Background: an optimization exercise with open tools, aiming at small area and a short achievable clock period. Do not read the settings as production practice.
Only simulation tests tie the RTL to the original design; equivalence was not proved.
No activity file was given, so power comes from the tool's default toggle rates.

### config.mk
export PLATFORM = sky130hd
export DESIGN_NAME = decodeStage
export DESIGN_NICKNAME = decodeStage
export VERILOG_FILES = /design/flow/design.v
export SDC_FILE = /design/flow/constraint.sdc
export NUM_CORES = 4
export LEC_CHECK = 0
export CAP_MARGIN = 20
export CORE_MARGIN = 2
export CORE_UTILIZATION = 40
export SETUP_SLACK_MARGIN = 1.0
export SLEW_MARGIN = 20
### constraint.sdc
create_clock -name core_clock -period 8.0 [get_ports {CLK}]
set_input_delay 1.6000 -clock core_clock [delete_from_list [all_inputs] [get_ports {CLK}]]
set_output_delay 1.6000 -clock core_clock [all_outputs]
set_load 0.01 [all_outputs]
### run.sh
#!/bin/bash
# synth_recipe.tcl (not shown) runs the flow's synth.tcl, then flattens the netlist and writes it again
# the make line also repeats each setting of config.mk as NAME=value (left out here)
make -C /OpenROAD-flow-scripts/flow DESIGN_CONFIG=/design/flow/config.mk WORK_HOME=/design/flow/orfs CLKGATE_MAP_FILE= SYNTH_SCRIPT=/design/flow/synth_recipe.tcl finish
### design.v
`timescale 1ns/1ps
`default_nettype none
package decodePkg;
	typedef logic [31:0] word_t;     
	typedef logic [4:0]  regAddr_t;  
	typedef logic [4:0]  shamt_t;
	typedef logic [31:0] instr_t;
	localparam int       NUM_REGS    = 32;
	localparam regAddr_t LINK_REG    = 5'd31;  
	localparam word_t    LINK_OFFSET = 32'd4;
	localparam logic [5:0] OP_SPECIAL = 6'h00;
	localparam logic [5:0] OP_J       = 6'h02;
	localparam logic [5:0] OP_JAL     = 6'h03;
	localparam logic [5:0] OP_BEQ     = 6'h04;
	localparam logic [5:0] OP_BNE     = 6'h05;
	localparam logic [5:0] OP_BLEZ    = 6'h06;
	localparam logic [5:0] OP_BGTZ    = 6'h07;
	localparam logic [5:0] OP_ADDI    = 6'h08;
	localparam logic [5:0] OP_ADDIU   = 6'h09;
	localparam logic [5:0] OP_SLTI    = 6'h0a;
	localparam logic [5:0] OP_ANDI    = 6'h0c;
	localparam logic [5:0] OP_ORI     = 6'h0d;
	localparam logic [5:0] OP_XORI    = 6'h0e;
	localparam logic [5:0] OP_LUI     = 6'h0f;
	localparam logic [5:0] OP_LW      = 6'h23;
	localparam logic [5:0] OP_SW      = 6'h2b;
	localparam logic [5:0] FN_SLL  = 6'h00;
	localparam logic [5:0] FN_SRL  = 6'h02;
	localparam logic [5:0] FN_SRA  = 6'h03;
	localparam logic [5:0] FN_JR   = 6'h08;
	localparam logic [5:0] FN_ADD  = 6'h20;
	localparam logic [5:0] FN_ADDU = 6'h21;
	localparam logic [5:0] FN_SUB  = 6'h22;
	localparam logic [5:0] FN_SUBU = 6'h23;
	localparam logic [5:0] FN_AND  = 6'h24;
	localparam logic [5:0] FN_OR   = 6'h25;
	localparam logic [5:0] FN_XOR  = 6'h26;
	localparam logic [5:0] FN_NOR  = 6'h27;
	localparam logic [5:0] FN_SLT  = 6'h2a;
	localparam logic [5:0] FN_SLTU = 6'h2b;
	typedef enum logic [3:0] {
		ALU_ADD, ALU_ADDU, ALU_SUB, ALU_SUBU,
		ALU_AND, ALU_OR, ALU_XOR, ALU_NOR,
		ALU_SLT, ALU_SLTU,
		ALU_SLL, ALU_SRL, ALU_SRA,
		ALU_LUI
	} aluOp_t;
	typedef enum logic [2:0] {
		BR_NONE, BR_EQ, BR_NE, BR_LEZ, BR_GTZ
	} branchCond_t;
endpackage
`default_nettype wire
`timescale 1ns/1ps
`default_nettype none
module instrDecoder (
	input wire decodePkg::instr_t       instr,
	output decodePkg::aluOp_t           aluOp,
	output logic                        regWrite,
	output logic                        memRead,
	output logic                        memWrite,
	output logic                        memToReg,    
	output logic                        aluSrc,      
	output logic                        link,
	output logic                        jump,
	output logic                        jumpReg,
	output decodePkg::branchCond_t      branchCond,
	output decodePkg::regAddr_t         writeReg,
	output decodePkg::word_t            imm          
);
	logic [5:0] opcode;
	logic [5:0] funct;
	decodePkg::regAddr_t   rt;
	decodePkg::regAddr_t   rd;
	logic       immOp;     
	logic       zeroExt;
	logic       upperImm;  
	assign opcode = instr[31:26];
	assign funct  = instr[5:0];
	assign rt     = instr[20:16];
	assign rd     = instr[15:11];
	assign writeReg = (opcode == decodePkg::OP_SPECIAL) ? rd :
		((opcode == decodePkg::OP_JAL) ? decodePkg::LINK_REG : rt);
	always_comb begin
		aluOp      = decodePkg::ALU_ADD;
		regWrite   = 1'b0;
		memRead    = 1'b0;
		memWrite   = 1'b0;
		memToReg   = 1'b0;
		aluSrc     = 1'b0;
		link       = 1'b0;
		jump       = 1'b0;
		jumpReg    = 1'b0;
		branchCond = decodePkg::BR_NONE;
		immOp           = 1'b0;
		zeroExt         = 1'b0;
		upperImm        = 1'b0;
		case (opcode)
			decodePkg::OP_SPECIAL: begin
				regWrite = 1'b1;
				case (funct)
					decodePkg::FN_SLL:  aluOp = decodePkg::ALU_SLL;
					decodePkg::FN_SRL:  aluOp = decodePkg::ALU_SRL;
					decodePkg::FN_SRA:  aluOp = decodePkg::ALU_SRA;
					decodePkg::FN_ADD:  aluOp = decodePkg::ALU_ADD;
					decodePkg::FN_ADDU: aluOp = decodePkg::ALU_ADDU;
					decodePkg::FN_SUB:  aluOp = decodePkg::ALU_SUB;
					decodePkg::FN_SUBU: aluOp = decodePkg::ALU_SUBU;
					decodePkg::FN_AND:  aluOp = decodePkg::ALU_AND;
					decodePkg::FN_OR:   aluOp = decodePkg::ALU_OR;
					decodePkg::FN_XOR:  aluOp = decodePkg::ALU_XOR;
					decodePkg::FN_NOR:  aluOp = decodePkg::ALU_NOR;
					decodePkg::FN_SLT:  aluOp = decodePkg::ALU_SLT;
					decodePkg::FN_SLTU: aluOp = decodePkg::ALU_SLTU;
					decodePkg::FN_JR: begin
						regWrite = 1'b0;
						jump     = 1'b1;
						jumpReg  = 1'b1;
					end
					default: regWrite = 1'b0;  
				endcase
			end
			decodePkg::OP_J:    jump = 1'b1;
			decodePkg::OP_JAL: begin
				jump     = 1'b1;
				link     = 1'b1;
				regWrite = 1'b1;
			end
			decodePkg::OP_BEQ:  branchCond = decodePkg::BR_EQ;
			decodePkg::OP_BNE:  branchCond = decodePkg::BR_NE;
			decodePkg::OP_BLEZ: branchCond = decodePkg::BR_LEZ;
			decodePkg::OP_BGTZ: branchCond = decodePkg::BR_GTZ;
			decodePkg::OP_ADDI:  immOp = 1'b1;
			decodePkg::OP_ADDIU: begin
				immOp      = 1'b1;
				aluOp = decodePkg::ALU_ADDU;
			end
			decodePkg::OP_SLTI: begin
				immOp      = 1'b1;
				aluOp = decodePkg::ALU_SLT;
			end
			decodePkg::OP_ANDI: begin
				immOp      = 1'b1;
				zeroExt    = 1'b1;
				aluOp = decodePkg::ALU_AND;
			end
			decodePkg::OP_ORI: begin
				immOp      = 1'b1;
				zeroExt    = 1'b1;
				aluOp = decodePkg::ALU_OR;
			end
			decodePkg::OP_XORI: begin
				immOp      = 1'b1;
				zeroExt    = 1'b1;
				aluOp = decodePkg::ALU_XOR;
			end
			decodePkg::OP_LUI: begin
				immOp      = 1'b1;
				upperImm   = 1'b1;
				aluOp = decodePkg::ALU_LUI;
			end
			decodePkg::OP_LW: begin
				immOp         = 1'b1;
				memRead  = 1'b1;
				memToReg = 1'b1;
			end
			decodePkg::OP_SW: begin
				aluSrc   = 1'b1;
				memWrite = 1'b1;
			end
			default: ;  
		endcase
		if (immOp) begin
			aluSrc   = 1'b1;
			regWrite = 1'b1;
		end
	end
	always_comb begin
		if (upperImm)
			imm = {instr[15:0], 16'h0000};
		else if (zeroExt)
			imm = {16'h0000, instr[15:0]};
		else
			imm = {{16{instr[15]}}, instr[15:0]};
	end
endmodule
`default_nettype wire
`timescale 1ns/1ps
`default_nettype none
module operandFetch (
	input wire logic                 CLK,
	input wire decodePkg::instr_t    instr,
	input wire logic                 exWriteEn,
	input wire decodePkg::regAddr_t  exWriteReg,
	input wire decodePkg::word_t     exResult,
	input wire logic                 memWriteEn,
	input wire decodePkg::regAddr_t  memWriteReg,
	input wire decodePkg::word_t     memData,
	input wire logic                 wbWriteEn,
	input wire decodePkg::regAddr_t  wbWriteReg,
	input wire decodePkg::word_t     wbData,
	output decodePkg::word_t         opA,
	output decodePkg::word_t         rtValue
);
	decodePkg::word_t regFile [decodePkg::NUM_REGS];
	function automatic [31:0] forward(input [4:0] src, input [31:0] fileValue);
		if (exWriteEn && (exWriteReg == src))
			forward = exResult;
		else if (memWriteEn && (memWriteReg == src))
			forward = memData;
		else if (wbWriteEn && (wbWriteReg == src))
			forward = wbData;
		else
			forward = fileValue;
	endfunction
	always_ff @(posedge CLK) begin
		if (wbWriteEn)
			regFile[wbWriteReg] <= wbData;
	end
	always_comb begin
		opA     = forward(instr[25:21], regFile[instr[25:21]]);  
		rtValue = forward(instr[20:16], regFile[instr[20:16]]);  
	end
endmodule
`default_nettype wire
`timescale 1ns/1ps
`default_nettype none
module branchUnit (
	input wire decodePkg::word_t  opA,
	input wire decodePkg::word_t  opB,
	input wire decodePkg::word_t  pca,
	input wire decodePkg::word_t  cia,
	input wire decodePkg::instr_t instr,
	input wire decodePkg::branchCond_t ctrlBranchCond,
	input wire logic              ctrlJump,
	input wire logic              ctrlJumpReg,
	input wire decodePkg::word_t  ctrlImm,
	output logic                  takenBranch,
	output decodePkg::word_t      nextPc
);
	logic condMet;
	always_comb begin
		case (ctrlBranchCond)
			decodePkg::BR_EQ:   condMet = (opA == opB);
			decodePkg::BR_NE:   condMet = (opA != opB);
			decodePkg::BR_LEZ:  condMet = ($signed(opA) <= 0);
			decodePkg::BR_GTZ:  condMet = ($signed(opA) > 0);
			default: condMet = 1'b0;
		endcase
	end
	assign takenBranch = condMet | ctrlJump;
	always_comb begin
		if (ctrlJumpReg)
			nextPc = opA;                                 
		else if (ctrlJump)
			nextPc = {cia[31:28], instr[25:0], 2'b00};    
		else if (condMet)
			nextPc = pca + {ctrlImm[29:0], 2'b00};
		else
			nextPc = pca;
	end
endmodule
`default_nettype wire
`timescale 1ns/1ps
`default_nettype none
module idexRegister (
	input wire logic              CLK,
	input wire logic              RESET,
	input wire logic              freeze,
	input wire decodePkg::word_t  opA,
	input wire decodePkg::word_t  rtValue,
	input wire decodePkg::word_t  pca,
	input wire decodePkg::instr_t instr,
	input wire decodePkg::aluOp_t ctrlAluOp,
	input wire logic              ctrlRegWrite,
	input wire logic              ctrlMemRead,
	input wire logic              ctrlMemWrite,
	input wire logic              ctrlMemToReg,
	input wire logic              ctrlAluSrc,
	input wire logic              ctrlLink,
	input wire decodePkg::regAddr_t ctrlWriteReg,
	input wire decodePkg::word_t  ctrlImm,
	output decodePkg::word_t      aOut,
	output decodePkg::word_t      bOut,
	output decodePkg::word_t      storeData,
	output decodePkg::regAddr_t   writeReg,
	output logic                  writeBack,
	output logic                  memRead,
	output logic                  memWrite,
	output logic                  memToReg,
	output decodePkg::aluOp_t     aluOp,
	output decodePkg::shamt_t     shamt
);
	decodePkg::word_t aNext;
	decodePkg::word_t bNext;
	logic  writeBackNext;
	always_comb begin
		if (ctrlLink) begin
			aNext = pca;
			bNext = decodePkg::LINK_OFFSET;
		end else begin
			aNext = opA;
			bNext = ctrlAluSrc ? ctrlImm : rtValue;
		end
	end
	assign writeBackNext = (ctrlRegWrite && (ctrlWriteReg != '0)) || ctrlMemToReg;
	always_ff @(posedge CLK or negedge RESET) begin
		if (!RESET) begin
			aOut      <= '0;
			bOut      <= '0;
			storeData <= '0;
			writeReg  <= '0;
			writeBack <= 1'b0;
			memRead   <= 1'b0;
			memWrite  <= 1'b0;
			memToReg  <= 1'b0;
			aluOp     <= decodePkg::ALU_ADD;
			shamt     <= '0;
		end else if (!freeze) begin
			aOut      <= aNext;
			bOut      <= bNext;
			storeData <= rtValue;
			writeReg  <= ctrlWriteReg;
			writeBack <= writeBackNext;
			memRead   <= ctrlMemRead;
			memWrite  <= ctrlMemWrite;
			memToReg  <= ctrlMemToReg;
			aluOp     <= ctrlAluOp;
			shamt     <= instr[10:6];
		end
	end
endmodule
`default_nettype wire
`timescale 1ns/1ps
`default_nettype none
module decodeStage (
	input wire logic                CLK,
	input wire logic                RESET,
	input wire logic                freeze,
	input wire decodePkg::instr_t   instr,
	input wire decodePkg::word_t    pca,          
	input wire decodePkg::word_t    cia,          
	input wire decodePkg::word_t    exResult,
	input wire logic                memWriteEn,
	input wire decodePkg::regAddr_t memWriteReg,
	input wire decodePkg::word_t    memData,
	input wire logic                wbWriteEn,
	input wire decodePkg::regAddr_t wbWriteReg,
	input wire decodePkg::word_t    wbData,
	output logic                    takenBranch,
	output decodePkg::word_t        nextPc,
	output decodePkg::word_t        aOut,
	output decodePkg::word_t        bOut,
	output decodePkg::word_t        storeData,
	output decodePkg::regAddr_t     writeReg,
	output logic                    writeBack,
	output logic                    memRead,
	output logic                    memWrite,
	output logic                    memToReg,
	output decodePkg::aluOp_t       aluOp,
	output decodePkg::shamt_t       shamt
);
	decodePkg::word_t opA;
	decodePkg::word_t rtValue;
	decodePkg::aluOp_t      ctrlAluOp;
	logic        ctrlRegWrite;
	logic        ctrlMemRead;
	logic        ctrlMemWrite;
	logic        ctrlMemToReg;
	logic        ctrlAluSrc;
	logic        ctrlLink;
	logic        ctrlJump;
	logic        ctrlJumpReg;
	decodePkg::branchCond_t ctrlBranchCond;
	decodePkg::regAddr_t    ctrlWriteReg;
	decodePkg::word_t       ctrlImm;
	instrDecoder decoder (
		.instr (instr),
		.aluOp      (ctrlAluOp),
		.regWrite   (ctrlRegWrite),
		.memRead    (ctrlMemRead),
		.memWrite   (ctrlMemWrite),
		.memToReg   (ctrlMemToReg),
		.aluSrc     (ctrlAluSrc),
		.link       (ctrlLink),
		.jump       (ctrlJump),
		.jumpReg    (ctrlJumpReg),
		.branchCond (ctrlBranchCond),
		.writeReg   (ctrlWriteReg),
		.imm        (ctrlImm)
	);
	operandFetch fetch (
		.CLK         (CLK),
		.instr       (instr),
		.exWriteEn   (writeBack),
		.exWriteReg  (writeReg),
		.exResult    (exResult),
		.memWriteEn  (memWriteEn),
		.memWriteReg (memWriteReg),
		.memData     (memData),
		.wbWriteEn   (wbWriteEn),
		.wbWriteReg  (wbWriteReg),
		.wbData      (wbData),
		.opA         (opA),
		.rtValue     (rtValue)
	);
	branchUnit branch (
		.opA         (opA),
		.opB         (rtValue),
		.pca         (pca),
		.cia         (cia),
		.instr       (instr),
		.ctrlBranchCond (ctrlBranchCond),
		.ctrlJump    (ctrlJump),
		.ctrlJumpReg (ctrlJumpReg),
		.ctrlImm     (ctrlImm),
		.takenBranch (takenBranch),
		.nextPc      (nextPc)
	);
	idexRegister idex (
		.CLK       (CLK),
		.RESET     (RESET),
		.freeze    (freeze),
		.opA       (opA),
		.rtValue   (rtValue),
		.pca       (pca),
		.instr     (instr),
		.ctrlAluOp    (ctrlAluOp),
		.ctrlRegWrite (ctrlRegWrite),
		.ctrlMemRead  (ctrlMemRead),
		.ctrlMemWrite (ctrlMemWrite),
		.ctrlMemToReg (ctrlMemToReg),
		.ctrlAluSrc   (ctrlAluSrc),
		.ctrlLink     (ctrlLink),
		.ctrlWriteReg (ctrlWriteReg),
		.ctrlImm      (ctrlImm),
		.aOut      (aOut),
		.bOut      (bOut),
		.storeData (storeData),
		.writeReg  (writeReg),
		.writeBack (writeBack),
		.memRead   (memRead),
		.memWrite  (memWrite),
		.memToReg  (memToReg),
		.aluOp     (aluOp),
		.shamt     (shamt)
	);
endmodule
`default_nettype wire
==> flow_metrics.tcl, run 1 <==
set metrics [dict create \
    outcome "timing/DRC/antenna clean" \
    die_w_um 386 \
    cp_slowest_stage_delay_ns 0.48 \
    critical_path_class "in2out" \
    cp_max_fo 6 \
    ys_ff_latch 1137 \
    max_cap_viol_count 0 \
    antenna_found_initial 13 \
    crit_top_cell "buf_4" \
    insertion_delay_ns 0.79 \
    vias 44300 \
    antenna_left 0 \
    overflow 0 \
    ys_types 87 \
    path_buf_inv 9 \
    dieHeight_um 386 \
    finalHoldViolations 0 \
    clock_path_buffers 3 \
    finClkSkew_ns 0.0508 \
    syn_area_sq_mm 0.0583 \
    drt_iter0_markers 7190 \
    htreeDepth 3 \
    grt_usage_pct 32.9 \
    place_ws_ns -0.594 \
    post-dp-hpwl_um 163000 \
    crit_family "buffers and inverters" \
    grt_max_degree 85 \
    clk_pin_slew_ns 0.06 \
    initial_core_util_pct 40.1 \
    vias_per_cell 6.68 \
    die-area_sq_mm 0.149 \
    yosys_warnings 4 \
    synth_ff_type "edfxtp_1" \
    rsz0062_at_grt "true" \
    holdCritPathClass "reg2reg" \
    core_area_sq_mm 0.145 \
    clock-sinks 1137 \
    avgRoutedWirePerCell_um 37.7 \
    max_freq_ghz 0.136 \
    gp_congestion 0.976 \
    power.leakage_nw 26.4 \
    use_met3_pct 12.2 \
    io_buffers 325 \
    cts_buffers 121 \
    worstPathArrival_ns 5.74 \
    grtUsageMet1_pct 42.9 \
    crit_path_end_kind "output port" \
    crit_chain "buf_8 -> bufbuf_16 -> xnor2_1 -> and2_4 -> and2_4 -> buf_12 -> buf_4 -> nor4_1 -> a2bb2oi_2 -> buf_4 -> xnor2_2 -> nand4_1 -> nor4_2 -> buf_4 -> o221a_4 -> nand3_4 -> buf_12 -> buf_6 -> mux2_4 -> a221o_1 -> buf_2" \
    min_period_ns 7.34 \
    grt_pass1_vias 42900 \
    drc 0 \
    finalSetupTns_ns 0 \
    max-slew-margin-rel_pct 21.2 \
    totalWireLength_um 250000 \
    nFillCells 11900 \
    tritoncts "done" \
    syn_nets 3941 \
    rows 140 \
    fin_util_pct 52.4 \
    seqCellArea_sq_mm 0.0336 \
    fin_ws_ns 0.662 \
    syn_to_final_growth_pct 30.6 \
    fin_crit_sh_pct 91.7 \
    pin_count 354 \
    slowest_stage "nor4_1" \
    grt_pass1_wl_um 337000 \
    async_reset_ff_share_pct 9.94 \
    peakVddDrop_mv 0.194 \
    final_max_slew_viol_count 0 \
    busiest_layer "met2" \
    netlist_instances 3704 \
    start_kind "primary input" \
    root_buffer "clkbuf_16" \
    met2_usage_pct 49.0 \
    worst_slew_pin_slew_ns 1.18 \
    setup_viol 0 \
    drive_above_1_share_pct 38.6 \
    p_per_area_mw_per_mm2 203 \
    multi_input_area_sq_mm 0.0244 \
    first_pass_iters 6 \
    synth_edf_count 1024 \
    crit_required_ns 6.40 \
    nNetsFinal 4841 \
    synth.avg_cell_area_sq_um 15.7 \
    ys_seq_area_share_pct 57.6 \
]
[layout by cell type, fill, tap and decap left out, types with 45 or more instances in the layout]
| cell | synthesis | layout |
|---|---|---|
| inv_1 | 56 | 53 |
| mux4_2 | 497 | 497 |
| nor2_1 | 174 | 128 |
| nor3_1 | 55 | 50 |
| mux2i_1 | 115 | 112 |
| clkbuf_16 | 0 | 130 |
| edfxtp_1 | 1024 | 1024 |
| buf_12 | 0 | 86 |
| a21oi_1 | 75 | 72 |
| nand2_1 | 213 | 204 |
| buf_6 | 51 | 67 |
| buf_4 | 59 | 540 |
| dfrtp_1 | 113 | 113 |
| nor2b_1 | 51 | 45 |
| o21ai_0 | 156 | 153 |
| clkdlybuf4s50_1 | 0 | 261 |
| o22ai_1 | 92 | 86 |
| xnor2_1 | 66 | 48 |
[worst register-to-register path, cell delays in order (launching register included)]
cell and delay [ns]:
dfrtp_1 0.72, xnor2_1 0.13, nand2_1 0.24, or2_4 0.26, buf_4 0.14, nand2_1 0.06
buf_4 0.20, o32a_1 0.44, buf_4 0.17, buf_4 0.15, o21ai_0 0.56, a22o_1 0.22
[what timing repair did]
| action | 4_1_cts | 5_1_grt |
|---|---|---|
| pin swaps | 109 | 98 |
| gates resized for setup | 471 | 149 |
| cloned | 25 | 5 |
| hold buffers | 0 | 0 |
| setup buffers | 138 | 62 |
| endpoints found under the setup margin | 31 | 31 |
[kinds of logic after synthesis]
| logic type | count (synthesis) | share of synthesized area (%) |
|---|---|---|
| flops | 1137 | 57.6 |
| buf+inv | 362 | 3.54 |
| xor+xnor | 87 | 1.35 |
| compound gates | 754 | 9.29 |
| fa+ha+maj | 30 | 0.657 |
| simple gates | 697 | 5.90 |
| mux | 637 | 21.7 |
[final cells by class]
type | count | share of cell area [%]
Clock buffer | 143 | 4.17
Tap cell | 1917 | 3.15
Inverter | 58 | 0.289
Antenna cell | 10 | 0.0329
Multi-Input combinational cell | 2206 | 32.1
Timing Repair Buffer | 1080 | 14.9
Sequential cell | 1137 | 44.1
Clock inverter | 80 | 1.27
[sequential cells by signal, indices dropped and copies added, names as in the netlist, 4 cells and up]
register and count:
idex.aluOp 4, idex.writeReg 5, idex.bOut 32, idex.shamt 5, idex.aOut 32, fetch.regFile 1024, idex.storeData 32
[power breakdown]
part           internal (mW)  total, mW  switching [mW]
combinational           1.29       2.79            1.49
sequential              6.63       6.73           0.103
clock                   3.42       5.92            2.50
[final timing paths]
kind	start	end	slack, ns	cells after the start
setup / recovery	instr[18]	nextPc[6]	0.66	21
hold / removal	idex.aOut[16]	idex.aOut[16]	0.48	2
setup reg to reg	idex.writeReg[0]	idex.bOut[11]	4.63	11
hold reg to reg	idex.aOut[16]	idex.aOut[16]	0.48	2
max in group asynchronous	RESET	idex.bOut[9]	5.85	2
min in group asynchronous	RESET	idex.aOut[30]	0.90	1
[stage by stage]
stage	area, sq um	power [mW]	std cells	hold WS [ns]
6_report	76100	15.4	6631	0.485
5_1_grt	76100	15.8	6623	0.520
4_1_cts	74800	15.3	6553	0.488
3_5_place_dp	67400	9.24	6167	0.473
3_3_place_gp	67300	9.23	6164	0.465
2_1_floorplan	58300	7.93	3704	0.519
[synthesized netlist by cell type (12+ instances only)]
library cell | n | area share [%]
ha_1 | 29 | 0.62
nand2_1 | 213 | 1.4
mux2i_1 | 115 | 2.0
nand4_1 | 21 | 0.23
o32ai_1 | 12 | 0.18
a31oi_1 | 30 | 0.32
nor2b_1 | 51 | 0.55
o22ai_1 | 92 | 0.99
buf_2 | 78 | 0.67
a32oi_1 | 23 | 0.35
nor2_1 | 174 | 1.1
edfxtp_1 | 1024 | 53
nor3_1 | 55 | 0.47
clkbuf_1 | 109 | 0.70
dfrtp_1 | 113 | 4.9
nand3b_1 | 31 | 0.40
a21o_1 | 28 | 0.36
mux4_2 | 497 | 19
xor2_1 | 18 | 0.27
inv_1 | 56 | 0.36
o21ai_0 | 156 | 1.3
a211oi_1 | 33 | 0.42
buf_4 | 59 | 0.76
a22oi_1 | 22 | 0.28
buf_6 | 51 | 0.99
mux2_2 | 21 | 0.41
nand3_1 | 39 | 0.33
a22o_1 | 33 | 0.50
or3_1 | 16 | 0.17
a2bb2oi_1 | 21 | 0.32
a221oi_1 | 56 | 0.84
o22a_1 | 35 | 0.53
nor4_1 | 25 | 0.27
a21oi_1 | 75 | 0.64
nand2b_1 | 18 | 0.19
o2111ai_1 | 27 | 0.41
xnor2_1 | 66 | 0.99
[layer usage]
metal / vias up / part of all wire, %
met5: - / 0.094
met2: 3693 / 44
met3: 743 / 15
met1: 22600 / 36
met4: 30 / 5.5
li1: 17200 / -
==> inputs of run 2 (changes only) <==
--- a/design.v
+++ b/design.v
@@ -202,24 +202,79 @@
 	output decodePkg::word_t         rtValue
 );
 	decodePkg::word_t regFile [decodePkg::NUM_REGS];
-	function automatic [31:0] forward(input [4:0] src, input [31:0] fileValue);
-		if (exWriteEn && (exWriteReg == src))
-			forward = exResult;
-		else if (memWriteEn && (memWriteReg == src))
-			forward = memData;
-		else if (wbWriteEn && (wbWriteReg == src))
-			forward = wbData;
-		else
-			forward = fileValue;
+	genvar r;
+	generate
+		for (r = 0; r < decodePkg::NUM_REGS; r++) begin : gRow
+			always_ff @(posedge CLK) begin
+				if (wbWriteEn && (wbWriteReg == 5'(r)))
+					regFile[r] <= wbData;
+			end
+		end
+	endgenerate
+	function automatic [34:0] selects(input [4:0] src);
+		logic exHit, memHit, wbHit, fileHit;
+		logic [34:0] s;
+		exHit   = exWriteEn && (exWriteReg == src);
+		memHit  = !exHit && memWriteEn && (memWriteReg == src);
+		wbHit   = !exHit && !memHit && wbWriteEn && (wbWriteReg == src);
+		fileHit = !exHit && !memHit && !wbHit;
+		for (int i = 0; i < decodePkg::NUM_REGS; i++)
+			s[i] = fileHit && (src == 5'(i));
+		s[32] = exHit;
+		s[33] = memHit;
+		s[34] = wbHit;
+		selects = s;
 	endfunction
-	always_ff @(posedge CLK) begin
-		if (wbWriteEn)
-			regFile[wbWriteReg] <= wbData;
-	end
+	logic [34:0] selA, selB;
+	decodePkg::word_t srcWord [35];
 	always_comb begin
-		opA     = forward(instr[25:21], regFile[instr[25:21]]);  
-		rtValue = forward(instr[20:16], regFile[instr[20:16]]);  
+		selA = selects(instr[25:21]);  
+		selB = selects(instr[20:16]);  
+		for (int i = 0; i < decodePkg::NUM_REGS; i++)
+			srcWord[i] = regFile[i];
+		srcWord[32] = exResult;
+		srcWord[33] = memData;
+		srcWord[34] = wbData;
 	end
+	genvar b, g;
+	generate
+		for (b = 0; b < 32; b++) begin : gBit
+			logic [11:0] aoA, aoB;
+			logic [2:0]  ndA, ndB;
+			for (g = 0; g < 11; g++) begin : gAo
+				aoi222 uA (.a1(selA[3*g]), .a2(srcWord[3*g][b]), .b1(selA[3*g+1]), .b2(srcWord[3*g+1][b]),
+					.c1(selA[3*g+2]), .c2(srcWord[3*g+2][b]), .y(aoA[g]));
+				aoi222 uB (.a1(selB[3*g]), .a2(srcWord[3*g][b]), .b1(selB[3*g+1]), .b2(srcWord[3*g+1][b]),
+					.c1(selB[3*g+2]), .c2(srcWord[3*g+2][b]), .y(aoB[g]));
+			end
+			aoi22 uLastA (.a1(selA[33]), .a2(srcWord[33][b]), .b1(selA[34]), .b2(srcWord[34][b]), .y(aoA[11]));
+			aoi22 uLastB (.a1(selB[33]), .a2(srcWord[33][b]), .b1(selB[34]), .b2(srcWord[34][b]), .y(aoB[11]));
+			for (g = 0; g < 3; g++) begin : gNd
+				nand4 uA (.a(aoA[4*g]), .b(aoA[4*g+1]), .c(aoA[4*g+2]), .d(aoA[4*g+3]), .y(ndA[g]));
+				nand4 uB (.a(aoB[4*g]), .b(aoB[4*g+1]), .c(aoB[4*g+2]), .d(aoB[4*g+3]), .y(ndB[g]));
+			end
+			assign opA[b]     = |ndA;
+			assign rtValue[b] = |ndB;
+		end
+	endgenerate
+endmodule
+module aoi222 (
+	input wire logic a1, a2, b1, b2, c1, c2,
+	output logic     y
+);
+	assign y = !((a1 && a2) || (b1 && b2) || (c1 && c2));
+endmodule
+module aoi22 (
+	input wire logic a1, a2, b1, b2,
+	output logic     y
+);
+	assign y = !((a1 && a2) || (b1 && b2));
+endmodule
+module nand4 (
+	input wire logic a, b, c, d,
+	output logic     y
+);
+	assign y = !(a && b && c && d);
 endmodule
 `default_nettype wire
 `timescale 1ns/1ps
@@ -238,25 +293,30 @@
 	output decodePkg::word_t      nextPc
 );
 	logic condMet;
+	logic eq, zero;
+	decodePkg::word_t target;
+	decodePkg::word_t fallThrough;
+	assign eq   = (opA == opB);
+	assign zero = (opA == '0);
 	always_comb begin
 		case (ctrlBranchCond)
-			decodePkg::BR_EQ:   condMet = (opA == opB);
-			decodePkg::BR_NE:   condMet = (opA != opB);
-			decodePkg::BR_LEZ:  condMet = ($signed(opA) <= 0);
-			decodePkg::BR_GTZ:  condMet = ($signed(opA) > 0);
+			decodePkg::BR_EQ:   condMet = eq;
+			decodePkg::BR_NE:   condMet = !eq;
+			decodePkg::BR_LEZ:  condMet = opA[31] || zero;
+			decodePkg::BR_GTZ:  condMet = !opA[31] && !zero;
 			default: condMet = 1'b0;
 		endcase
 	end
 	assign takenBranch = condMet | ctrlJump;
+	assign target = pca + {{14{instr[15]}}, instr[15:0], 2'b00};
 	always_comb begin
 		if (ctrlJumpReg)
-			nextPc = opA;                                 
+			fallThrough = opA;                                 
 		else if (ctrlJump)
-			nextPc = {cia[31:28], instr[25:0], 2'b00};    
-		else if (condMet)
-			nextPc = pca + {ctrlImm[29:0], 2'b00};
+			fallThrough = {cia[31:28], instr[25:0], 2'b00};    
 		else
-			nextPc = pca;
+			fallThrough = pca;
+		nextPc = condMet ? target : fallThrough;
 	end
 endmodule
 `default_nettype wire
--- a/config.mk
+++ b/config.mk
@@ -10,3 +10,4 @@
 export CORE_UTILIZATION = 40
 export SETUP_SLACK_MARGIN = 1.0
 export SLEW_MARGIN = 20
+export SYNTH_HIERARCHICAL = 1
==> run 2 against run 1 <==
Compared with the run above: the layout now fails its checks (negative setup slack); register-to-register slack worse by 1.0 ns; wire length down 4.1%; power down 2.9%; utilization up 3.7 points; die area down 12%; flip-flop and latch count up 1; critical endpoint is now nextPc[23].
==> flow_metrics.tcl, run 2 <==
set metrics [dict create \
    grt_usage_pct 35.4 \
    cts_hold_buf 0 \
    check.faults "negative setup slack" \
    min_period_ns 8.45 \
    io_buffers 325 \
    yosysMostFrequentCell "edfxtp_1" \
    max-slew-margin-rel_pct 15.7 \
    clock-sinks 1138 \
    antenna_left 0 \
    setup_viol 33 \
    avgRoutedWirePerCell_um 37.7 \
    drt_iter0_markers 10300 \
    crit_required_ns 6.40 \
    largest_reg_flops 1024 \
    finalHoldViolations 0 \
    cts_buffers 120 \
    synth_ff_type "edfxtp_1" \
    vias_per_cell 7.03 \
    netlist.area_leader.share_pct 60.0 \
    yosys-top-cells-count "1024 x edfxtp_1, 704 x a222oi_1, 212 x nand4_1" \
    holdCritPathClass "reg2reg" \
    dieHeight_um 362 \
    post-dp-hpwl_um 166000 \
    rows 131 \
    gp_congestion 1.05 \
    yosys_warnings 14 \
    layout_common_cells "1024 x edfxtp_1, 722 x buf_4, 704 x a222oi_1" \
    p_per_area_mw_per_mm2 210 \
    critical_path_class "in2out" \
    worstPathArrival_ns 6.85 \
    start_kind "primary input" \
    power_mw 15.0 \
    peakVddDrop_mv 0.198 \
    totalWireLength_um 240000 \
    wl_met3_um 37200 \
    core_area_sq_mm 0.127 \
    nNetsFinal 4832 \
    vias 44800 \
    worst_slew_pin_slew_ns 1.26 \
    synth_area_leaders "edfxtp_1 60%, a222oi_1 14%, dfrtp_1 5.6%, nand4_1 2.6%, mux2i_1 1.9%" \
    seqCellArea_sq_mm 0.0336 \
    power.leakage_nw 24.7 \
    syn_to_final_growth_pct 39.6 \
    netlist_instances 3291 \
    topRoutingLayerUsed "met5" \
    clk_pin_slew_ns 0.05 \
    ys_ff_latch 1138 \
    fin_crit_sh_pct 106 \
    tritoncts "done" \
    whs_ns 0.484 \
    grt_max_degree 87 \
    fin_ws_ns -0.450 \
    root_buffer "clkbuf_16" \
    fin_area_sq_mm 0.0715 \
    grt_pass1_wl_um 327000 \
    final_common_cell "edfxtp_1" \
    pin_count 354 \
    synth_top_area_cell "edfxtp_1" \
    max_freq_ghz 0.118 \
    ys_types 84 \
    outcome "failed layout checks" \
    clock_path_buffers 3 \
    ys_seq_area_share_pct 65.6 \
    regMostFlops "fetch.regFile" \
    grt_pass1_vias 42900 \
    syn_area_sq_mm 0.0512 \
    cp_max_fo 10 \
    overflow 0 \
    drc 0 \
    insertion_delay_ns 0.77 \
    syn_nets 3528 \
    first_pass_iters 12 \
    nFillCells 10100 \
    finClkSkew_ns 0.0679 \
    synth_edf_count 1024 \
    async_reset_ff_share_pct 10.0 \
    die_w_um 362 \
    multi_input_area_sq_mm 0.0188 \
    rsz0062_at_grt "true" \
    htreeDepth 3 \
    wl_met2_um 100000 \
    final_max_slew_viol_count 0 \
    synth.avg_cell_area_sq_um 15.6 \
    antenna_found_initial 10 \
    die-area_sq_mm 0.131 \
    regToRegSetupSlack_ns 3.61 \
    initial_core_util_pct 40.2 \
    crit_path_end_kind "output port" \
    placed_area_sq_mm 0.0640 \
    drt-met1-wl_um 82000 \
    max_cap_viol_count 0 \
    drive_above_1_share_pct 34.2 \
]
run 2: changes by cell type after synthesis, moves of 42 or more:
cell	before	now
o21ai_0	156	54
a222oi_1	0	704
nand4_1	21	212
mux4_2	497	0
nor3_1	55	9
buf_2	78	27
o22ai_1	92	2
a221oi_1	56	0
or3_1	16	83
buf_4	59	17
clkbuf_1	109	26
a22oi_2	0	64
nand2_1	213	103
run 2: worst paths after layout:
path                             startpoint  cells after the start                 end
max                               instr[20]                     28          nextPc[23]
min                           idex.aOut[18]                      2       idex.aOut[18]
max reg2reg                idex.writeReg[2]                     17       idex.aOut[17]
min reg2reg                   idex.aOut[18]                      2       idex.aOut[18]
max in group asynchronous             RESET                      2  idex.storeData[31]
min in group asynchronous             RESET                      1        idex.aOut[1]
run 2: per-module statistics from Yosys, one instance, submodules excluded, a selection:
module        area [sq um]  cells inside  flip-flops and latches
aoi22                 12.5             1                       0
operandFetch         33400          1378                    1024
aoi222                10.0             1                       0
instrDecoder           795           126                       0
idexRegister          4870           389                     114
nand4                 6.26             1                       0
branchUnit            3080           438                       0
run 2: critical path, cell delays in order:
cell and delay [ns]:
buf_2 0.11, buf_12 0.14, xor2_1 0.17, nor4_2 0.07
and3_4 0.24, buf_4 0.16, buf_6 0.11, buf_6 0.12
buf_12 0.12, nor4b_4 1.04, buf_12 0.21, buf_4 0.13
a222oi_1 0.12, nand4_1 0.22, or3_4 0.22, xnor2_2 0.11
nand4_1 0.13, nor4_2 0.33, buf_4 0.19, nand2_4 0.06
o2111ai_4 0.26, nand2_4 0.15, buf_12 0.16, buf_16 0.14
buf_6 0.11, a211oi_2 0.17, a21oi_2 0.06, buf_4 0.16
run 2: logic make-up after synthesis:
family | synth area share, %
flops | 65.6
compound gates | 18.5
simple gates | 8.88
mux | 2.99
buf+inv | 1.68
xor+xnor | 1.60
fa+ha+maj | 0.747
run 2: final cells by class:
cell class / count / area share (%)
antenna: 7 / 0.0245
clock buffer: 146 / 4.42
clock inverter: 80 / 1.33
inverter: 17 / 0.0892
multi-input combinational: 2028 / 26.3
sequential: 1138 / 47.0
tap: 1662 / 2.91
timing repair buffer: 1290 / 18.0
run 2: layer usage:
metal / GRT usage, % / vias up
li1: - / 17800
met2: 51.9 / 3863
met3: 13.7 / 803
met4: 23.0 / 6
met5: 0.777 / -
met1: 43.4 / 22200
run 2: what timing repair did:
action                                  CTS  global route
pin swaps                               212            93
resized for setup                       383            59
setup buffers                           144            60
gates cloned                             14             0
endpoints found under the setup margin   33            33
run 2: report_power, final:
part / leakage (nW) / switching [mW] / total, mW / internal, mW
Clock: 1.98 / 2.49 / 5.86 / 3.37
Combinational: 12.1 / 1.36 / 2.38 / 1.01
Sequential: 10.6 / 0.108 / 6.76 / 6.65
Total: 24.7 / 3.96 / 15.0 / 11.0
run 2: stage by stage:
step / utilization [%] / TNS (ns) / worst slack (ns) / cells
floorplan: - / 0 / 0.710 / 3291
global placement: 50.1 / -37.82 / -1.30 / 5903
detailed placement: 50.2 / -39.19 / -1.31 / 5916
CTS: 55.5 / -3.55 / -0.237 / 6300
global route: 56.2 / -14.93 / -0.551 / 6362
finish: 56.2 / -11.44 / -0.450 / 6368
==> inputs of run 3 (changes only) <==
--- a/design.v
+++ b/design.v
@@ -211,53 +211,83 @@
 			end
 		end
 	endgenerate
-	function automatic [34:0] selects(input [4:0] src);
-		logic exHit, memHit, wbHit, fileHit;
-		logic [34:0] s;
-		exHit   = exWriteEn && (exWriteReg == src);
-		memHit  = !exHit && memWriteEn && (memWriteReg == src);
-		wbHit   = !exHit && !memHit && wbWriteEn && (wbWriteReg == src);
-		fileHit = !exHit && !memHit && !wbHit;
-		for (int i = 0; i < decodePkg::NUM_REGS; i++)
-			s[i] = fileHit && (src == 5'(i));
-		s[32] = exHit;
-		s[33] = memHit;
-		s[34] = wbHit;
-		selects = s;
-	endfunction
-	logic [34:0] selA, selB;
-	decodePkg::word_t srcWord [35];
+	logic [31:0] rowA, rowB;
+	logic [2:0]  fwdA, fwdB;    
+	logic        fileA, fileB;
 	always_comb begin
-		selA = selects(instr[25:21]);  
-		selB = selects(instr[20:16]);  
-		for (int i = 0; i < decodePkg::NUM_REGS; i++)
-			srcWord[i] = regFile[i];
-		srcWord[32] = exResult;
-		srcWord[33] = memData;
-		srcWord[34] = wbData;
+		for (int i = 0; i < decodePkg::NUM_REGS; i++) begin
+			rowA[i] = (instr[25:21] == 5'(i));
+			rowB[i] = (instr[20:16] == 5'(i));
+		end
 	end
-	genvar b, g;
+	fwdSelect hitA (.src(instr[25:21]), .exWriteEn(exWriteEn), .exWriteReg(exWriteReg),
+		.memWriteEn(memWriteEn), .memWriteReg(memWriteReg), .wbWriteEn(wbWriteEn),
+		.wbWriteReg(wbWriteReg), .fwd(fwdA), .file(fileA));
+	fwdSelect hitB (.src(instr[20:16]), .exWriteEn(exWriteEn), .exWriteReg(exWriteReg),
+		.memWriteEn(memWriteEn), .memWriteReg(memWriteReg), .wbWriteEn(wbWriteEn),
+		.wbWriteReg(wbWriteReg), .fwd(fwdB), .file(fileB));
+	genvar b;
 	generate
 		for (b = 0; b < 32; b++) begin : gBit
-			logic [11:0] aoA, aoB;
-			logic [2:0]  ndA, ndB;
-			for (g = 0; g < 11; g++) begin : gAo
-				aoi222 uA (.a1(selA[3*g]), .a2(srcWord[3*g][b]), .b1(selA[3*g+1]), .b2(srcWord[3*g+1][b]),
-					.c1(selA[3*g+2]), .c2(srcWord[3*g+2][b]), .y(aoA[g]));
-				aoi222 uB (.a1(selB[3*g]), .a2(srcWord[3*g][b]), .b1(selB[3*g+1]), .b2(srcWord[3*g+1][b]),
-					.c1(selB[3*g+2]), .c2(srcWord[3*g+2][b]), .y(aoB[g]));
-			end
-			aoi22 uLastA (.a1(selA[33]), .a2(srcWord[33][b]), .b1(selA[34]), .b2(srcWord[34][b]), .y(aoA[11]));
-			aoi22 uLastB (.a1(selB[33]), .a2(srcWord[33][b]), .b1(selB[34]), .b2(srcWord[34][b]), .y(aoB[11]));
-			for (g = 0; g < 3; g++) begin : gNd
-				nand4 uA (.a(aoA[4*g]), .b(aoA[4*g+1]), .c(aoA[4*g+2]), .d(aoA[4*g+3]), .y(ndA[g]));
-				nand4 uB (.a(aoB[4*g]), .b(aoB[4*g+1]), .c(aoB[4*g+2]), .d(aoB[4*g+3]), .y(ndB[g]));
+			logic [31:0] col;
+			for (r = 0; r < decodePkg::NUM_REGS; r++) begin : gCol
+				assign col[r] = regFile[r][b];
 			end
-			assign opA[b]     = |ndA;
-			assign rtValue[b] = |ndB;
+			readBit uA (.row(rowA), .col(col), .fwd(fwdA), .ex(exResult[b]), .mem(memData[b]),
+				.wb(wbData[b]), .file(fileA), .q(opA[b]));
+			readBit uB (.row(rowB), .col(col), .fwd(fwdB), .ex(exResult[b]), .mem(memData[b]),
+				.wb(wbData[b]), .file(fileB), .q(rtValue[b]));
 		end
 	endgenerate
 endmodule
+module fwdSelect (
+	input wire logic [4:0] src,
+	input wire logic       exWriteEn,
+	input wire logic [4:0] exWriteReg,
+	input wire logic       memWriteEn,
+	input wire logic [4:0] memWriteReg,
+	input wire logic       wbWriteEn,
+	input wire logic [4:0] wbWriteReg,
+	output logic [2:0]     fwd,
+	output logic           file
+);
+	logic exHit, memHit, wbHit;
+	assign exHit  = exWriteEn && (exWriteReg == src);
+	assign memHit = memWriteEn && (memWriteReg == src);
+	assign wbHit  = wbWriteEn && (wbWriteReg == src);
+	assign fwd[0] = exHit;
+	assign fwd[1] = memHit && !exHit;
+	assign fwd[2] = wbHit && !exHit && !memHit;
+	assign file   = !(exHit || memHit || wbHit);
+endmodule
+module readBit (
+	input wire logic [31:0] row,
+	input wire logic [31:0] col,
+	input wire logic [2:0]  fwd,
+	input wire logic        ex,
+	input wire logic        mem,
+	input wire logic        wb,
+	input wire logic        file,
+	output logic            q
+);
+	logic [10:0] ao;
+	logic [2:0]  nd;
+	logic        fwdN, fileN;
+	genvar g;
+	generate
+		for (g = 0; g < 10; g++) begin : gAo
+			aoi222 u (.a1(row[3*g]), .a2(col[3*g]), .b1(row[3*g+1]), .b2(col[3*g+1]),
+				.c1(row[3*g+2]), .c2(col[3*g+2]), .y(ao[g]));
+		end
+	endgenerate
+	aoi22  uLast (.a1(row[30]), .a2(col[30]), .b1(row[31]), .b2(col[31]), .y(ao[10]));
+	nand4  uN0 (.a(ao[0]), .b(ao[1]), .c(ao[2]), .d(ao[3]), .y(nd[0]));
+	nand4  uN1 (.a(ao[4]), .b(ao[5]), .c(ao[6]), .d(ao[7]), .y(nd[1]));
+	nand3  uN2 (.a(ao[8]), .b(ao[9]), .c(ao[10]), .y(nd[2]));
+	aoi222 uFwd (.a1(fwd[0]), .a2(ex), .b1(fwd[1]), .b2(mem), .c1(fwd[2]), .c2(wb), .y(fwdN));
+	oai31  uSel (.a1(nd[0]), .a2(nd[1]), .a3(nd[2]), .b1(file), .y(fileN));
+	nand2  uOut (.a(fwdN), .b(fileN), .y(q));
+endmodule
 module aoi222 (
 	input wire logic a1, a2, b1, b2, c1, c2,
 	output logic     y
@@ -270,12 +300,30 @@
 );
 	assign y = !((a1 && a2) || (b1 && b2));
 endmodule
+module oai31 (
+	input wire logic a1, a2, a3, b1,
+	output logic     y
+);
+	assign y = !((a1 || a2 || a3) && b1);
+endmodule
 module nand4 (
 	input wire logic a, b, c, d,
 	output logic     y
 );
 	assign y = !(a && b && c && d);
 endmodule
+module nand3 (
+	input wire logic a, b, c,
+	output logic     y
+);
+	assign y = !(a && b && c);
+endmodule
+module nand2 (
+	input wire logic a, b,
+	output logic     y
+);
+	assign y = !(a && b);
+endmodule
 `default_nettype wire
 `timescale 1ns/1ps
 `default_nettype none
@@ -292,22 +340,10 @@
 	output logic                  takenBranch,
 	output decodePkg::word_t      nextPc
 );
-	logic condMet;
-	logic eq, zero;
+	logic condMet, condMetN;
 	decodePkg::word_t target;
 	decodePkg::word_t fallThrough;
-	assign eq   = (opA == opB);
-	assign zero = (opA == '0);
-	always_comb begin
-		case (ctrlBranchCond)
-			decodePkg::BR_EQ:   condMet = eq;
-			decodePkg::BR_NE:   condMet = !eq;
-			decodePkg::BR_LEZ:  condMet = opA[31] || zero;
-			decodePkg::BR_GTZ:  condMet = !opA[31] && !zero;
-			default: condMet = 1'b0;
-		endcase
-	end
-	assign takenBranch = condMet | ctrlJump;
+	branchCond cond (.opA(opA), .opB(opB), .branchCond(ctrlBranchCond), .condMet(condMet), .condMetN(condMetN));
 	assign target = pca + {{14{instr[15]}}, instr[15:0], 2'b00};
 	always_comb begin
 		if (ctrlJumpReg)
@@ -316,8 +352,42 @@
 			fallThrough = {cia[31:28], instr[25:0], 2'b00};    
 		else
 			fallThrough = pca;
-		nextPc = condMet ? target : fallThrough;
 	end
+	genvar i;
+	generate
+		for (i = 0; i < 32; i++) begin : gPc
+			logic tN, fN;
+			nand2 uT (.a(condMet), .b(target[i]), .y(tN));
+			nand2 uF (.a(condMetN), .b(fallThrough[i]), .y(fN));
+			nand2 uO (.a(tN), .b(fN), .y(nextPc[i]));
+		end
+	endgenerate
+	or2 uTaken (.a(condMet), .b(ctrlJump), .y(takenBranch));
+endmodule
+module branchCond (
+	input wire decodePkg::word_t       opA,
+	input wire decodePkg::word_t       opB,
+	input wire decodePkg::branchCond_t branchCond,
+	output logic                       condMet,
+	output logic                       condMetN
+);
+	logic eq, zero;
+	logic isEq, isNe, isLez, isGtz;
+	assign eq    = (opA == opB);
+	assign zero  = (opA == '0);
+	assign isEq  = (branchCond == decodePkg::BR_EQ);
+	assign isNe  = (branchCond == decodePkg::BR_NE);
+	assign isLez = (branchCond == decodePkg::BR_LEZ);
+	assign isGtz = (branchCond == decodePkg::BR_GTZ);
+	assign condMet = (isEq && eq) || (isNe && !eq) || (isLez && (opA[31] || zero)) ||
+		(isGtz && !opA[31] && !zero);
+	assign condMetN = !condMet;
+endmodule
+module or2 (
+	input wire logic a, b,
+	output logic     y
+);
+	assign y = a || b;
 endmodule
 `default_nettype wire
 `timescale 1ns/1ps
==> run 3 against run 2 <==
Compared with the run above: now clean on timing, DRC and antenna; clock power shrank 7.0%; clock skew shrank 0.033 ns; utilization is essentially flat; worst hold slack gained 0.0016 ns; combinational power is essentially flat; highest routed layer unchanged; power shrank 2.9%; largest cell class unchanged; clock-buffer cell count grew 1; sequential share of layout area grew 0.76 points; setup slack gained 0.73 ns; cell count is essentially flat; register-to-register slack gained 1.2 ns; critical endpoint is now nextPc[22]; flip-flop and latch count is the same.
==> flow_metrics.tcl, run 3 <==
set metrics [dict create \
    outcome "timing/DRC/antenna clean" \
    layout_common_cells "1024 x edfxtp_1, 704 x a222oi_1, 681 x buf_4" \
    syn_area_sq_mm 0.0504 \
    p_per_area_mw_per_mm2 207 \
    use_met3_pct 13.5 \
    ys_seq_area_share_pct 66.6 \
    r2r-end "idex.aOut[15]" \
    p_sw_mw 3.86 \
    totalWireLength_um 238000 \
    pin_count 354 \
    ys_types 73 \
    final_common_cell "edfxtp_1" \
    root_buffer "clkbuf_16" \
    initial_core_util_pct 40.2 \
    clock-sinks 1138 \
    rsz0062_at_grt "true" \
    finalHoldViolations 0 \
    power.leakage_nw 24.6 \
    first_pass_iters 17 \
    drc 0 \
    antenna_found_initial 20 \
    placedCellCount 5895 \
    netlist.area_leader.share_pct 61.0 \
    crit_family "simple AND/OR/NAND/NOR gates" \
    ys_ff_latch 1138 \
    met2_usage_pct 53.7 \
    nFillCells 9981 \
    overflow 0 \
    crit_end "nextPc[22]" \
    async_reset_ff_share_pct 10.0 \
    power_mw 14.6 \
    grt_pass1_vias 43000 \
    cp_slowest_stage_delay_ns 0.57 \
    fin_ws_ns 0.285 \
    vias_per_cell 7.02 \
    synth_ff_type "edfxtp_1" \
    worstPathArrival_ns 6.12 \
    netlist_instances 3294 \
    placed_area_sq_mm 0.0628 \
    slowest_stage "or4_4" \
    fin_crit_sh_pct 96.4 \
    clock_path_buffers 3 \
    crit_cells 24 \
    post-dp-hpwl_um 152000 \
    grt_max_degree 96 \
    die-area_sq_mm 0.129 \
    reg2reg_depth 13 \
    grt_usage_pct 35.4 \
    swShare_pct 26.5 \
    synth.avg_cell_area_sq_um 15.3 \
    power_frac_comb_pct 16.2 \
    syn_to_final_growth_pct 39.5 \
    core_area_sq_mm 0.125 \
    critical_path_class "in2out" \
    grtUsageMet1_pct 43.5 \
    synth_area_leaders "edfxtp_1 61%, a222oi_1 14%, dfrtp_1 5.7%, nand2_1 2.2%, mux2i_1 1.8%" \
    vias 44700 \
    io_buffers 325 \
    crit_required_ns 6.40 \
    holdCritPathClass "reg2reg" \
    reg2reg_from "idex.writeReg[1]" \
    clk_pin_slew_ns 0.06 \
    gp_congestion 1.01 \
    whs_ns 0.486 \
    antenna_left 0 \
    path_buf_inv 11 \
    drive_above_1_share_pct 33.4 \
    start_kind "primary input" \
    worst_slew_pin_slew_ns 1.03 \
    max_freq_ghz 0.130 \
    place_ws_ns -0.692 \
    yosys-top-cells-count "1024 x edfxtp_1, 704 x a222oi_1, 289 x nand2_1" \
    crit_start "instr[25]" \
    fin_cells 6369 \
    crit_top_cell "buf_12" \
    yosysMostFrequentCell "edfxtp_1" \
    largest_reg_flops 1024 \
    busiest_layer "met2" \
    crit_chain "buf_12 -> bufbuf_16 -> or3b_4 -> buf_6 -> nor2_4 -> buf_12 -> buf_8 -> a222oi_1 -> nand4_1 -> o31ai_4 -> buf_6 -> nand2_4 -> xor2_2 -> nor4_2 -> buf_4 -> nand4_1 -> or4_4 -> o311ai_4 -> buf_12 -> buf_12 -> buf_16 -> nand2_1 -> nand2_2 -> buf_6" \
    dieHeight_um 359 \
    yosys_warnings 11 \
    synth_top_area_cell "edfxtp_1" \
    fin_area_sq_mm 0.0704 \
    syn_nets 3531 \
    grt_pass1_wl_um 324000 \
    avgRoutedWirePerCell_um 37.3 \
    crit_path_end_kind "output port" \
    pwr-share-seq_pct 46.4 \
    finalSetupTns_ns 0 \
    htreeDepth 3 \
    max_cap_viol_count 0 \
    peakVddDrop_mv 0.181 \
    max-slew-margin-rel_pct 31.5 \
    regToRegSetupSlack_ns 4.78 \
    fin_util_pct 56.1 \
    min_period_ns 7.72 \
    rows 130 \
    insertion_delay_ns 0.74 \
    p_int_mw 10.7 \
    regMostFlops "fetch.regFile" \
    cts_buffers 119 \
    finClkSkew_ns 0.0346 \
    synth_edf_count 1024 \
    final_max_slew_viol_count 0 \
    cp_max_fo 8 \
    drt_iter0_markers 10700 \
    nNetsFinal 4847 \
    die_w_um 359 \
    setup_viol 0 \
    tritoncts "done" \
    power_frac_clock_pct 37.4 \
]
-- run 3: logic make-up after synthesis --
family          count (synthesis)  share of synthesized area (%)
compound gates               1055                           19.9
xor+xnor                       92                           1.60
fa+ha+maj                      30                          0.759
buf+inv                        82                          0.942
flops                        1138                           66.6
mux                           142                           2.94
simple gates                  755                           7.24
-- run 3: how the worst min path moves through the flow --
stage,startpoint,endpoint,slack [ns],depth (start not counted)
floorplan,idex.aOut[0],idex.aOut[0],0.52,2
global placement,idex.aOut[23],idex.aOut[23],0.47,2
detailed placement,idex.aOut[1],idex.aOut[1],0.47,2
CTS,idex.aOut[1],idex.aOut[1],0.49,2
global route,idex.aOut[31],idex.aOut[31],0.51,2
finish,idex.aOut[1],idex.aOut[1],0.49,2
-- run 3: final cells by class --
cell class	instances	area, sq um	share of cell area (%)
Multi-Input combinational cell	2093	18000	25.6
Inverter	13	48.8	0.0693
Clock buffer	147	3120	4.44
Clock inverter	76	666	0.946
Sequential cell	1138	33600	47.7
Antenna cell	7	17.5	0.0249
Tap cell	1650	2060	2.93
Timing Repair Buffer	1245	12800	18.2
-- run 3: Yosys stat by module (local to each module, per instance), excerpt --
| module | cell area, sq um | copies in the design |
|---|---|---|
| aoi222 | 10.0 | 704 |
| branchCond | 473 | 1 |
| branchUnit | 2200 | 1 |
| fwdSelect | 196 | 2 |
| idexRegister | 4870 | 1 |
| instrDecoder | 727 | 1 |
| nand2 | 3.75 | 160 |
| nand3 | 5.00 | 64 |
| nand4 | 6.26 | 128 |
| oai31 | 12.5 | 64 |
| operandFetch | 31400 | 1 |
| or2 | 6.26 | 1 |
-- run 3: repair_timing --
item	4_1_cts	5_1_grt
cloned	40	2
pin swaps	256	53
resized for setup	419	61
hold buffers	0	0
endpoints found under the setup margin	33	33
buffers inserted	192	10
-- run 3: worst min-delay path, stage by stage, from the launching register on --
cell     delay [ns]
dfrtp_1        0.34
nand2_1        0.05
o21ai_0        0.06
-- run 3: power by group through the flow --
stage	clock, mW	sequential, mW	combinational, mW
2_1_floorplan	0	6.90	0.694
3_3_place_gp	0	6.87	2.05
3_5_place_dp	0	6.88	2.06
4_1_cts	5.46	6.75	2.26
5_1_grt	5.70	6.77	2.41
6_report	5.45	6.76	2.36
-- run 3: routing by layer --
metal | wire length [um] | vias to the layer above
li1 | - | 17700
met1 | 80800 | 22100
met2 | 102000 | 3994
met3 | 38100 | 847
met4 | 16000 | 10
met5 | 227 | -

## re-timing with driven ports
The flow's constraints put no driver on any port. The routed layouts listed below were extracted and timed again, unchanged, in two steps.
Step 1 (the two cells are an assumption about what drives the block):
set clk [get_ports {CLK}]
set_driving_cell -lib_cell sky130_fd_sc_hd__clkbuf_16 $clk
set_driving_cell -lib_cell sky130_fd_sc_hd__buf_2 [delete_from_list [all_inputs] $clk]
Step 2 also shifts input and output timing later by t, the mid clock arrival at the registers, as if the neighbouring blocks saw the same clock.
Three values: no drivers, after step 1, after step 2; two values: the first two.
run | shift t [ns] | slack for setup (ns) | worst setup path after step 2 | clock arrival spread, ns | worst slew at a driven data input, ns
run 1 | 0.846 | 0.662 / 0.444 / 0.444 | input to output | 0.054 / 0.054 | 0.32
run 2 | 0.812 | -0.450 / -0.481 / -0.481 | input to output | 0.069 / 0.068 | 0.17
run 3 | 0.799 | 0.285 / 0.226 / 0.226 | input to output | 0.034 / 0.035 | 0.19
For run 1, which loses most, drivers alone change the setup slack by -0.218 ns; drivers and shift together by -0.218 ns.
